Context: an optimization exercise on an open-source flow, tuned for small area, a short achievable clock period and few clock cycles. The choices shown serve that exercise and are no tape-out recipe. No functional check of the RTL was part of any run shown here. No activity file was given, so power comes from the tool's default toggle rates.

## flow/design.v (module list and top-level ports; edited modules follow where they fit)
// module dot_lane_sum: 1182 lines
// module ping_ram_dot_engine: 156 lines
module ping_ram_dot_engine
#(
  parameter int unsigned ACC_W = 40,
  parameter int unsigned LEN_W = 16
) (
  input  logic                         clk,
  input  logic                         reset,
  input  logic [31:0]                  input_addr,
  input  logic [31:0]                  weight_addr,
  input  logic [31:0]                  output_addr,
  input  logic [31:0]                  data_type,
  output logic [31:0]                  finish_signal,
  output logic [26:0]                  avm_address,
  output logic                         avm_read,
  output logic                         avm_write,
  output logic [31:0]                  avm_writedata,
  output logic [3:0]                   avm_byteenable,
  output logic                         avm_burstcount,
  input  logic [31:0]                  avm_readdata,
  input  logic                         avm_readdatavalid,
  input  logic                         avm_waitrequest
);
  // ...
==> flow/run.sh <==
#!/bin/bash
# synth_recipe.tcl (not shown) runs the flow's synth.tcl, then flattens the netlist and writes it again
# the make line also repeats each setting of config.mk as NAME=value (left out here)
make -C /OpenROAD-flow-scripts/flow DESIGN_CONFIG=/design/flow/config.mk WORK_HOME=/design/flow/orfs CLKGATE_MAP_FILE= SYNTH_SCRIPT=/design/flow/synth_recipe.tcl finish
==> flow/config.mk <==
export PLATFORM = sky130hd
export DESIGN_NAME = ping_ram_dot_engine
export DESIGN_NICKNAME = ping_ram_dot_engine
export VERILOG_FILES = /design/flow/design.v
export SDC_FILE = /design/flow/constraint.sdc
export NUM_CORES = 4
export LEC_CHECK = 0
export CAP_MARGIN = 20
export CORE_MARGIN = 2
export CORE_UTILIZATION = 40
export PLACE_DENSITY = 0.6
export SLEW_MARGIN = 20
==> flow/constraint.sdc <==
create_clock -name core_clock -period 12.0 [get_ports {clk}]
set_input_delay 2.4000 -clock core_clock [delete_from_list [all_inputs] [get_ports {clk}]]
set_output_delay 2.4000 -clock core_clock [all_outputs]
set_load 0.01 [all_outputs]
==> summary.txt, run 1 <==
Global route
For met1 alone, demand over resource in global routing was 0.350. The number of global-route vias before repair is 20714. The first global-routing pass estimated 123000 um of wire.

Power and ir drop
The power group with the highest consumption is combinational cells. The share of power burned in registers is 0.278. The worst-case IR drop observed on VDD is 111 uV. Combinational cells consume a total of 2.20 mW.

Min path
The path with the worst hold slack has its endpoint at acc_s_q[3]$_SDFFE_PP0P_. The source of the worst hold timing path is acc_s_q[3]$_SDFFE_PP0P_. The number of stages on the worst hold path is 2.

Yosys
The fraction of synthesized cell area taken by the top area cell type is 0.194. Of the total synthesized cell area, the portion taken by XOR and XNOR cells is 0.0334. A synthesized cell averages 8.17 um^2.

The number of synthesized flops with an enable pin is 156.

Cells and area
The net total in the final layout is 3390. The layout has 5862 filler cells. The largest contributor to cell area by class is multi-input combinational cells.

Floorplan
The die is 250 um wide. During tapcell insertion the tool placed 782 well taps. The full die area is 62300 um^2.

Setup path
The largest single stage delay on the critical path is 0.70 ns. The family with the most delay on the worst path is adder cells. Traced cell by cell, the critical path runs through buf_4 -> buf_4 -> nand2_1 -> o21ai_1 -> maj3_1 -> o221ai_1 -> fa_1 -> inv_1 -> fa_1 -> inv_1 -> fa_1 -> fa_1 -> inv_1 -> fa_1 -> nand2_1 -> a21oi_1. The type of element launching the critical path is a flip-flop.

STA
The shortest clock period the worst path allows after layout is 5.69 ns. The largest clock skew in the final design is 0.0171 ns. After routing, the total negative slack on setup checks comes to 0 ns.

Flow run
The number of max-cap violations is 0.

Clock network
Clock-pin slew was measured on the worst setup and hold paths at 0.06 ns. The number of sinks handled by clock tree synthesis is 265.

Outcome
The flow ran to the end and the layout has no timing, DRC or antenna violations.
==> run 2: changes to the inputs <==
--- a/flow/config.mk
+++ b/flow/config.mk
@@ -6,4 +6,5 @@
 export NUM_CORES = 4
 export LEC_CHECK = 0
+export ABC_AREA = 1
 export CAP_MARGIN = 20
 export CORE_MARGIN = 2
==> run 2 against run 1 <==
Flip-flop and latch count is the same. Cell count decreased by 4.5%. Combinational power fell by 14%. Count of clock-buffer cells in the layout up 4. Highest routed layer is now met5. Via count shrank 13%. Sequential share of layout area up 1.9 points. Core utilization rose by 1.5 points. Clock skew up 0.0091 ns. First-iteration DRC count is 18% lower. Still clean.
==> summary.txt, run 2 <==
STA
The worst hold margin is 0.471 ns (was 0.462 ns). The worst path setup slack after routing is 6.70 ns (was 6.31 ns). The maximum clock frequency is 189 MHz (was 176 MHz). The final clock period utilization by the worst path is 0.441 (was 0.474). The sum of negative setup slack is 0 ns (unchanged). The largest clock skew in the final design is 0.0262 ns (was 0.0171 ns). The measured slew at the worst slew-check pin is 1.04 ns (was 1.12 ns). RSZ-0062 raised after global routing: no (unchanged). The final number of setup-violating endpoints was 0 (unchanged). The worst-case headroom to the max-slew limit came to 0.304 (was 0.252). The number of pins with negative max-slew slack in the final report is 0 (unchanged).

The number of failing hold endpoints at the final stage is 0 (unchanged). The shortest clock period the worst path allows after layout is 5.30 ns (was 5.69 ns).

Setup path
Cells along the critical path: inv_1 -> nor2_1 -> o21ai_2 -> o22ai_1 -> xor2_1 -> fa_1 -> inv_1 -> fa_1 -> inv_1 -> fa_1 -> fa_1 -> inv_1 -> fa_1 -> o21ai_0 -> a21oi_1 (was buf_4 -> buf_4 -> nand2_1 -> o21ai_1 -> maj3_1 -> o221ai_1 -> fa_1 -> inv_1 -> fa_1 -> inv_1 -> fa_1 -> fa_1 -> inv_1 -> fa_1 -> nand2_1 -> a21oi_1). The type of element launching the critical path is a flip-flop (unchanged). The largest fanout on the critical path is 15 (was 76). The kind of end point of the critical path is a flip-flop (unchanged). The critical path class is reg -> reg (unchanged). The worst stage delay on the critical path came to 0.72 ns (was 0.70 ns). The signal arrival time at the worst endpoint is 5.71 ns (was 6.18 ns). The worst-path cell with the longest stage delay is sky130_fd_sc_hd__edfxtp_1 (was sky130_fd_sc_hd__buf_4). The critical path's most frequent cell is sky130_fd_sc_hd__fa_1 (unchanged). The data required time at the worst endpoint is 12.42 ns (was 12.50 ns).

Power and ir drop
The worst-case vdd ir drop is 130 uV (was 111 uV). The switching portion of total power is 0.403 (was 0.421). The total power per unit cell area is 161 nW/um^2 (was 157 nW/um^2). The share of power burned in registers is 0.284 (was 0.278).

The static leakage power was 11.5 nW (was 10.4 nW). The part of the total power dissipated in the clock network is 0.256 (was 0.212). The total power consumption of the routed design is 4.11 mW (was 4.32 mW). The internal power consumption is 2.45 mW (was 2.50 mW). The power dissipated by switching net loads is 1.66 mW (was 1.82 mW).

The combinational fraction of design power was 0.460 (was 0.510).

Place
The cell area reported after detailed placement is 24500 um^2 (was 26600 um^2). The placer's final routability congestion estimate is 0.954 (was 0.941). The number of I/O port buffers came to 213 (unchanged). The minimum setup slack after placement is 6.83 ns (was 6.28 ns). The detailed placer's ending HPWL is 57200 um (was 58700 um).

Route
The overall via count from detail_route is 19358 (was 22222). The post-detailed-route count of antenna-violating nets is 0 (unchanged). The routed wire length came to 72600 um (was 79600 um).

The count of TritonRoute iterations in the first routing pass is 6 (unchanged). The mean number of vias per cell was 5.33 (was 5.84). The post-route DRC violation count is 0 (unchanged). The routed wire length per instance came to 20.0 um (was 20.9 um). The violation count after the first detailed-routing iteration is 1880 (was 2300).

Yosys
The cell type contributing the most total cell area after synthesis is sky130_fd_sc_hd__edfxtp_1 (unchanged). Top cell types by occurrence after synthesis: sky130_fd_sc_hd__nand2_1, sky130_fd_sc_hd__inv_1, sky130_fd_sc_hd__nor2_1 (was sky130_fd_sc_hd__nand2_1, sky130_fd_sc_hd__a21oi_1, sky130_fd_sc_hd__inv_1). The number of register bits inferred by synthesis is 265 (unchanged). The fraction of synthesized cell area taken by the top area cell type is 0.214 (was 0.194). The number of unique standard cell types used by synthesis is 52 (was 87). The proportion of register bits with asynchronous set or reset after synthesis is 0 (unchanged). The mean instance size in the synthesized netlist was 7.94 um^2 (was 8.17 um^2). The number of standard cells after synthesis is 2753 (was 2955). Most area-consuming cells after synthesis: sky130_fd_sc_hd__edfxtp_1, sky130_fd_sc_hd__fa_1, sky130_fd_sc_hd__dfxtp_1, sky130_fd_sc_hd__nand2_1, sky130_fd_sc_hd__inv_1 (was sky130_fd_sc_hd__edfxtp_1, sky130_fd_sc_hd__fa_1, sky130_fd_sc_hd__dfxtp_1, sky130_fd_sc_hd__nand2_1, sky130_fd_sc_hd__a21oi_1). The dominant register cell in the synthesized netlist is sky130_fd_sc_hd__edfxtp_1 (unchanged). The most frequently used cell type in the post-synthesis netlist is sky130_fd_sc_hd__nand2_1 (unchanged). The number of synthesized flops with an enable pin came to 156 (unchanged).

The synthesized cell area is 21900 um^2 (was 24100 um^2). The post-synthesis sequential area ratio is 0.314 (was 0.284). The number of warnings issued by yosys is 1 (unchanged).

Floorplan
The vertical die dimension is 238 um (was 250 um). The full die area is 56600 um^2 (was 62300 um^2). The die span in x is 238 um (was 250 um). The I/O pin total was 262 (unchanged).

The number of standard-cell rows in the floorplan came to 85 (was 90). The effective utilization at floorplan is 0.406 (was 0.402). The area of the placeable core is 53900 um^2 (was 60000 um^2).

Global route
The final global-route overflow total came to 0 (unchanged). The maximum number of pins on one net before global-route repair is 93 (was 95). The first-pass GRT wire length is 111000 um (was 123000 um). The initial antenna violation count is 2 (was 6). The total routing usage reported by global routing came to 0.255 (was 0.248).

The number of global-route vias before repair is 18928 (was 20714).

Clock network
The total CTS buffers is 34 (was 29). The clock tree from TritonCTS was done (unchanged). The count of hold-fix buffers inserted at cts is 0 (unchanged). The maximum buffer depth of the clock tree came to 3 (unchanged). The post-CTS repair timing setup buffer count came to 0 (unchanged). The clock insertion delay at the later pin of the skew report is 0.55 ns (was 0.59 ns). The number of gates resized after cts is 0 (unchanged).

The number of sinks handled by clock tree synthesis is 265 (unchanged). The CTS H-tree depth is 2 (was 1). The clock transition at the registers of the reported paths is 0.06 ns (about the same). The clock root buffer is sky130_fd_sc_hd__clkbuf_16 (unchanged).

Cells and area
The net total in the final layout was 3308 (was 3390). The most common cell after layout, fill and taps aside is sky130_fd_sc_hd__nand2_1 (unchanged). Most frequent cells in the layout: sky130_fd_sc_hd__nand2_1, sky130_fd_sc_hd__inv_1, sky130_fd_sc_hd__nor2_1 (was sky130_fd_sc_hd__nand2_1, sky130_fd_sc_hd__a21oi_1, sky130_fd_sc_hd__inv_1). The share of final-layout standard cells stronger than drive strength 1 is 0.0589 (was 0.0590). The final instance area is 25600 um^2 (was 27600 um^2).

The number of antenna cells inserted is 0 (was 6). Top Registers: acc_c_q x40, acc_s_q x40 (unchanged). The area added between synthesis and finish is 17.1% (was 14.3%).

Min path
The classification of the worst-slack hold path is reg -> reg (unchanged).

Flow run
The number of max-cap violations was 0 (unchanged).

Outcome
Status: no timing/DRC/antenna violations (unchanged).
-- run 2: final cells by class --
cell class	instances	area, um^2
flip-flops and latches	265	6870
well taps	696	871
clock inverters	15	173
inverters	465	1750
multi-input cells	1911	12700
fillers	5325	28300
repair buffers	234	2290
clock buffers	46	967
-- run 2: cell families (layout without fill, tap and decap cells) --
logic type / count (synthesis) / after routing / share of synthesized area
AO/OA/AOI/OAI: 492 / 492 / 0.127
XOR/XNOR: 165 / 165 / 0.0664
adder cells (fa/ha/maj): 233 / 233 / 0.186
buffers and inverters: 595 / 760 / 0.110
flip-flops: 265 / 265 / 0.314
other: 2 / 20 / 0.000343
AND/OR/NAND/NOR: 1001 / 1001 / 0.196
-- run 2: critical path, delay by kind of cell (launching register included) --
family | cells | cell delay, ns
buf+inv | 4 | 0.73
xor+xnor | 1 | 0.21
compound gates | 4 | 1.06
flops | 1 | 0.72
fa+ha+maj | 5 | 2.30
simple gates | 1 | 0.13
-- run 2: worst paths after layout --
kind | slack (ns) | to | start | depth (start not counted)
hold reg to reg | 0.47 | len_q[7]$_SDFFE_PP0P_ | len_q[7]$_SDFFE_PP0P_ | 2
setup / recovery | 6.70 | acc_c_q[17]$_SDFFE_PP0P_ | w_q[1]$_DFFE_PP_ | 15
hold / removal | 0.47 | len_q[7]$_SDFFE_PP0P_ | len_q[7]$_SDFFE_PP0P_ | 2
setup reg to reg | 6.70 | acc_c_q[17]$_SDFFE_PP0P_ | w_q[1]$_DFFE_PP_ | 15
-- run 2: per-layer routing --
metal  track usage  wire, um  up-vias
met5             0        30        -
met2         0.386     31300      798
met4        0.0637      1670        4
li1              -         -     9110
met3        0.0401      6330      117
met1         0.381     33300     9329
-- run 2: power by group through the flow --
stage | logic, mW | registers [mW] | clock network (mW)
after global routing | 2.23 | 1.18 | 1.10
after detailed placement | 1.89 | 1.18 | 0
after floorplan | 1.34 | 1.15 | 0
after global placement | 1.85 | 1.18 | 0
after CTS | 1.90 | 1.17 | 1.07
final | 1.89 | 1.17 | 1.05
-- run 2: through the flow --
step / instances / utilization
floorplan: 2771 / -
global placement: 3571 / 0.454
detailed placement: 3571 / 0.454
CTS: 3632 / 0.475
global route: 3632 / 0.475
finish: 3632 / 0.475
==> run 3: changes to the inputs <==
==> flow/flow/run.sh (new file) <==
#!/bin/bash
set -euo pipefail
bash standard.sh SETUP_SLACK_MARGIN=8 finish > make.log 2>&1
==> flow/standard.sh (new file) <==
#!/bin/bash
# synth_recipe.tcl (not shown) runs the flow's synth.tcl, then flattens the netlist and writes it again
# the make line also repeats each setting of config.mk as NAME=value (left out here)
make -C /OpenROAD-flow-scripts/flow DESIGN_CONFIG=/design/flow/config.mk WORK_HOME=/design/flow/orfs CLKGATE_MAP_FILE= SYNTH_SCRIPT=/design/flow/synth_recipe.tcl "${@:-finish}"
removed: flow/run.sh
==> run 3 against run 2 <==
Clock power about the same. Sequential power barely moved. Register-to-register slack better by 1.1 ns. Clock skew fell by 0.0024 ns. Core utilization grew 2.9 points. Count of clock-buffer cells in the layout increased by 3. Die area unchanged. Synthesized cell count stayed put. Flip-flop and latch count unchanged. Global-route usage grew 0.95 points. Cell count grew 2.3%. Routed wire length is 4.0% higher. Critical path type unchanged. Largest cell class unchanged.
==> summary.txt, run 3 <==
Floorplan
The vertical die dimension is 238 um (unchanged). The area of the placeable core was 53900 um^2 (unchanged). The number of standard-cell rows in the floorplan is 85 (unchanged).

The die span in x is 238 um (unchanged). The I/O pin total is 262 (unchanged). The effective utilization at floorplan is 0.406 (unchanged).

The full die area is 56600 um^2 (unchanged).

STA
The number of failing hold endpoints at the final stage came to 0 (unchanged). The final number of setup-violating endpoints was 0 (unchanged). The worst path setup slack after routing is 7.80 ns (was 6.70 ns). The measured slew at the worst slew-check pin is 1.09 ns (was 1.04 ns). The maximum clock frequency was 238 MHz (was 189 MHz). The sum of negative setup slack is 0 ns (unchanged). RSZ-0062 raised after global routing: yes (was no). The largest clock skew in the final design is 0.0237 ns (was 0.0262 ns). The final clock period utilization by the worst path is 0.350 (was 0.441).

The number of pins with negative max-slew slack in the final report was 0 (unchanged). The worst-case headroom to the max-slew limit was 0.276 (was 0.304). The shortest clock period the worst path allows after layout is 4.20 ns (was 5.30 ns).

Global route
The total routing usage reported by global routing is 0.265 (was 0.255). The initial antenna violation count is 3 (was 2). The final global-route overflow total is 0 (unchanged). The number of global-route vias before repair was 19788 (was 18928). The maximum number of pins on one net before global-route repair came to 114 (was 93). The first-pass GRT wire length is 115000 um (was 111000 um).

Clock network
The clock tree from TritonCTS is done (unchanged). The maximum buffer depth of the clock tree came to 3 (unchanged). The CTS H-tree depth is 2 (unchanged). The count of hold-fix buffers inserted at cts came to 0 (unchanged). The total CTS buffers came to 34 (unchanged). The clock transition at the registers of the reported paths is 0.06 ns (about the same). The clock root buffer is sky130_fd_sc_hd__clkbuf_16 (unchanged). The number of sinks handled by clock tree synthesis is 265 (unchanged). The clock insertion delay at the later pin of the skew report is 0.56 ns (was 0.55 ns).

Route
The routed wire length is 75500 um (was 72600 um). The post-detailed-route count of antenna-violating nets is 0 (unchanged). The violation count after the first detailed-routing iteration is 1590 (was 1880). The overall via count from detail_route is 19923 (was 19358). The routed wire length per instance is 20.3 um (was 20.0 um). The mean number of vias per cell was 5.36 (was 5.33). The post-route DRC violation count is 0 (unchanged). The count of TritonRoute iterations in the first routing pass came to 6 (unchanged).

Cells and area
The net total in the final layout came to 3391 (was 3308). Top Registers: acc_c_q x40, acc_s_q x40 (unchanged). The most common cell after layout, fill and taps aside is sky130_fd_sc_hd__nand2_1 (unchanged). The number of antenna cells inserted is 0 (unchanged). The final cell utilization of the core was 0.504 (was 0.475). The share of final-layout standard cells stronger than drive strength 1 is 0.122 (was 0.0589). The area added between synthesis and finish was 24.2% (was 17.1%). Most frequent cells in the layout: sky130_fd_sc_hd__nand2_1, sky130_fd_sc_hd__inv_1, sky130_fd_sc_hd__nor2_1 (unchanged). The number of fill cells is 5192 (was 5325).

Place
The number of I/O port buffers came to 213 (unchanged). The detailed placer's ending HPWL is 56000 um (was 57200 um). The placer's final routability congestion estimate is 0.969 (was 0.954). The minimum setup slack after placement is 6.28 ns (was 6.83 ns).

Setup path
The signal arrival time at the worst endpoint is 4.59 ns (was 5.71 ns). The type of element launching the critical path is a flip-flop (unchanged). The data required time at the worst endpoint was 12.39 ns (was 12.42 ns). The critical path class is reg -> reg (unchanged). The largest fanout on the critical path is 5 (was 15). The kind of end point of the critical path is a flip-flop (unchanged).

Min path
The classification of the worst-slack hold path is reg -> reg (unchanged).

Power and ir drop
The total power consumption of the routed design came to 4.24 mW (was 4.11 mW). The worst-case vdd ir drop is 116 uV (was 130 uV). The static leakage power was 12.2 nW (was 11.5 nW). The total power per unit cell area is 156 nW/um^2 (was 161 nW/um^2).

Yosys
The fraction of synthesized cell area taken by the top area cell type came to 0.214 (unchanged). The cell type contributing the most total cell area after synthesis is sky130_fd_sc_hd__edfxtp_1 (unchanged). The number of unique standard cell types used by synthesis is 52 (unchanged).

The number of synthesized flops with an enable pin is 156 (unchanged). The number of standard cells after synthesis is 2753 (unchanged). The post-synthesis sequential area ratio is 0.314 (unchanged). Top cell types by occurrence after synthesis: sky130_fd_sc_hd__nand2_1, sky130_fd_sc_hd__inv_1, sky130_fd_sc_hd__nor2_1 (unchanged). The number of warnings issued by yosys was 1 (unchanged). The dominant register cell in the synthesized netlist was sky130_fd_sc_hd__edfxtp_1 (unchanged). Most area-consuming cells after synthesis: sky130_fd_sc_hd__edfxtp_1, sky130_fd_sc_hd__fa_1, sky130_fd_sc_hd__dfxtp_1, sky130_fd_sc_hd__nand2_1, sky130_fd_sc_hd__inv_1 (unchanged). The most frequently used cell type in the post-synthesis netlist was sky130_fd_sc_hd__nand2_1 (unchanged). The proportion of register bits with asynchronous set or reset after synthesis is 0 (unchanged). The number of register bits inferred by synthesis is 265 (unchanged). The synthesized cell area is 21900 um^2 (unchanged). The mean instance size in the synthesized netlist is 7.94 um^2 (unchanged).

Flow run
The number of max-cap violations is 0 (unchanged).

Outcome
Status: no timing/DRC/antenna violations (unchanged).
[run 3: cell counts after synthesis]
Identical to the previous run, type by type.
[run 3: cell families after synthesis]
| group | after synthesis | synth area share |
|---|---|---|
| AND/OR/NAND/NOR | 1001 | 0.196 |
| buffers and inverters | 595 | 0.110 |
| AO/OA/AOI/OAI | 492 | 0.127 |
| flip-flops | 265 | 0.314 |
| adder cells (fa/ha/maj) | 233 | 0.186 |
| XOR/XNOR | 165 | 0.0664 |
| other | 2 | 0.000343 |
[run 3: layout make-up]
cell class              instances  area, um^2  area share
clock buffers                  49         937      0.0345
well taps                     696         871      0.0321
multi-input cells            1915       13500       0.496
clock inverters                13         156     0.00576
inverters                     465        1810      0.0667
flip-flops and latches        265        6870       0.253
repair buffers                313        3050       0.112
[run 3: power breakdown]
part	internal, mW	total (mW)	switching, mW	leakage (nW)
sequential	1.07	1.16	0.0847	2.39
clock	0.594	1.03	0.434	0.528
combinational	0.835	2.06	1.22	9.24
[run 3: what timing repair did]
item	CTS	global route
pin swaps	21	47
cloned	6	1
gates resized for setup	127	111
hold endpoints to repair	0	0
endpoints found under the setup margin	274	121
buffers inserted	67	16
[run 3: stage by stage]
step,cell area (um^2),cells,hold slack [ns]
3_3_place_gp,24400,3564,0.438
2_1_floorplan,22000,2771,0.451
5_1_grt,27200,3716,0.480
4_1_cts,26600,3699,0.465
6_report,27200,3716,0.465
3_5_place_dp,24400,3564,0.450
[run 3: final timing paths]
path                                             from                  endpoint  slack (ns)  cells past startpoint
worst min-delay path            len_q[8]$_SDFFE_PP0P_     len_q[8]$_SDFFE_PP0P_        0.47                      2
worst min register to register  len_q[8]$_SDFFE_PP0P_     len_q[8]$_SDFFE_PP0P_        0.47                      2
worst max-delay path                fmt16_q$_DFFE_PP_  acc_c_q[19]$_SDFFE_PP0P_        7.80                     19
worst max register to register      fmt16_q$_DFFE_PP_  acc_c_q[19]$_SDFFE_PP0P_        7.80                     19
[run 3: critical path: stages, from the launching register on]
cell and delay [ns]:
sky130_fd_sc_hd__edfxtp_1 0.42, sky130_fd_sc_hd__buf_6 0.16, sky130_fd_sc_hd__buf_16 0.13, sky130_fd_sc_hd__buf_8 0.12
sky130_fd_sc_hd__nand2_4 0.05, sky130_fd_sc_hd__inv_4 0.03, sky130_fd_sc_hd__or2_4 0.28, sky130_fd_sc_hd__nand2_4 0.10
sky130_fd_sc_hd__buf_12 0.11, sky130_fd_sc_hd__nand2_8 0.07, sky130_fd_sc_hd__o22ai_1 0.20, sky130_fd_sc_hd__xor2_1 0.23
sky130_fd_sc_hd__fa_2 0.50, sky130_fd_sc_hd__fa_1 0.43, sky130_fd_sc_hd__inv_1 0.08, sky130_fd_sc_hd__fa_1 0.41
sky130_fd_sc_hd__inv_1 0.08, sky130_fd_sc_hd__fa_1 0.40, sky130_fd_sc_hd__o21ai_0 0.16, sky130_fd_sc_hd__a21oi_1 0.06
[run 3: metal layers]
layer / GRT usage / wire (um) / vias to the layer above
met5: 0 / 45 / -
met4: 0.0829 / 2300 / 6
met3: 0.0536 / 6560 / 148
met2: 0.426 / 34700 / 868
met1: 0.359 / 31900 / 9618
li1: - / - / 9283

what the ideal ports hide:
No port has a modelled driver above. Below, the same layouts with a new extraction and two added sets of constraints. Step 1 sets driving cells, clkbuf_16 on the clock port and buf_2 on the other inputs (assumed; they add their load-dependent delay and slew). Step 2 also shifts input and output timing later by t, the mid clock arrival at the registers, as if the neighbouring blocks saw the same clock. Slacks: no drivers / after step 1 / after step 2; pairs: no drivers / after step 1.
run	shift t [ns]	slack for setup (ns)	worst setup path after step 2	latest minus earliest clock arrival (ns)
run 1	0.633	6.315 / 6.315 / 6.299	input to register	0.017 / 0.017
run 2	0.601	6.702 / 6.702 / 6.702	register to register	0.027 / 0.027
run 3	0.613	7.804 / 7.804 / 7.510	input to register	0.024 / 0.024
After both steps setup and hold are still met in every run listed. The setup slack of run 3, which loses most, moves by 0.000 ns with the drivers and by -0.294 ns with both steps.
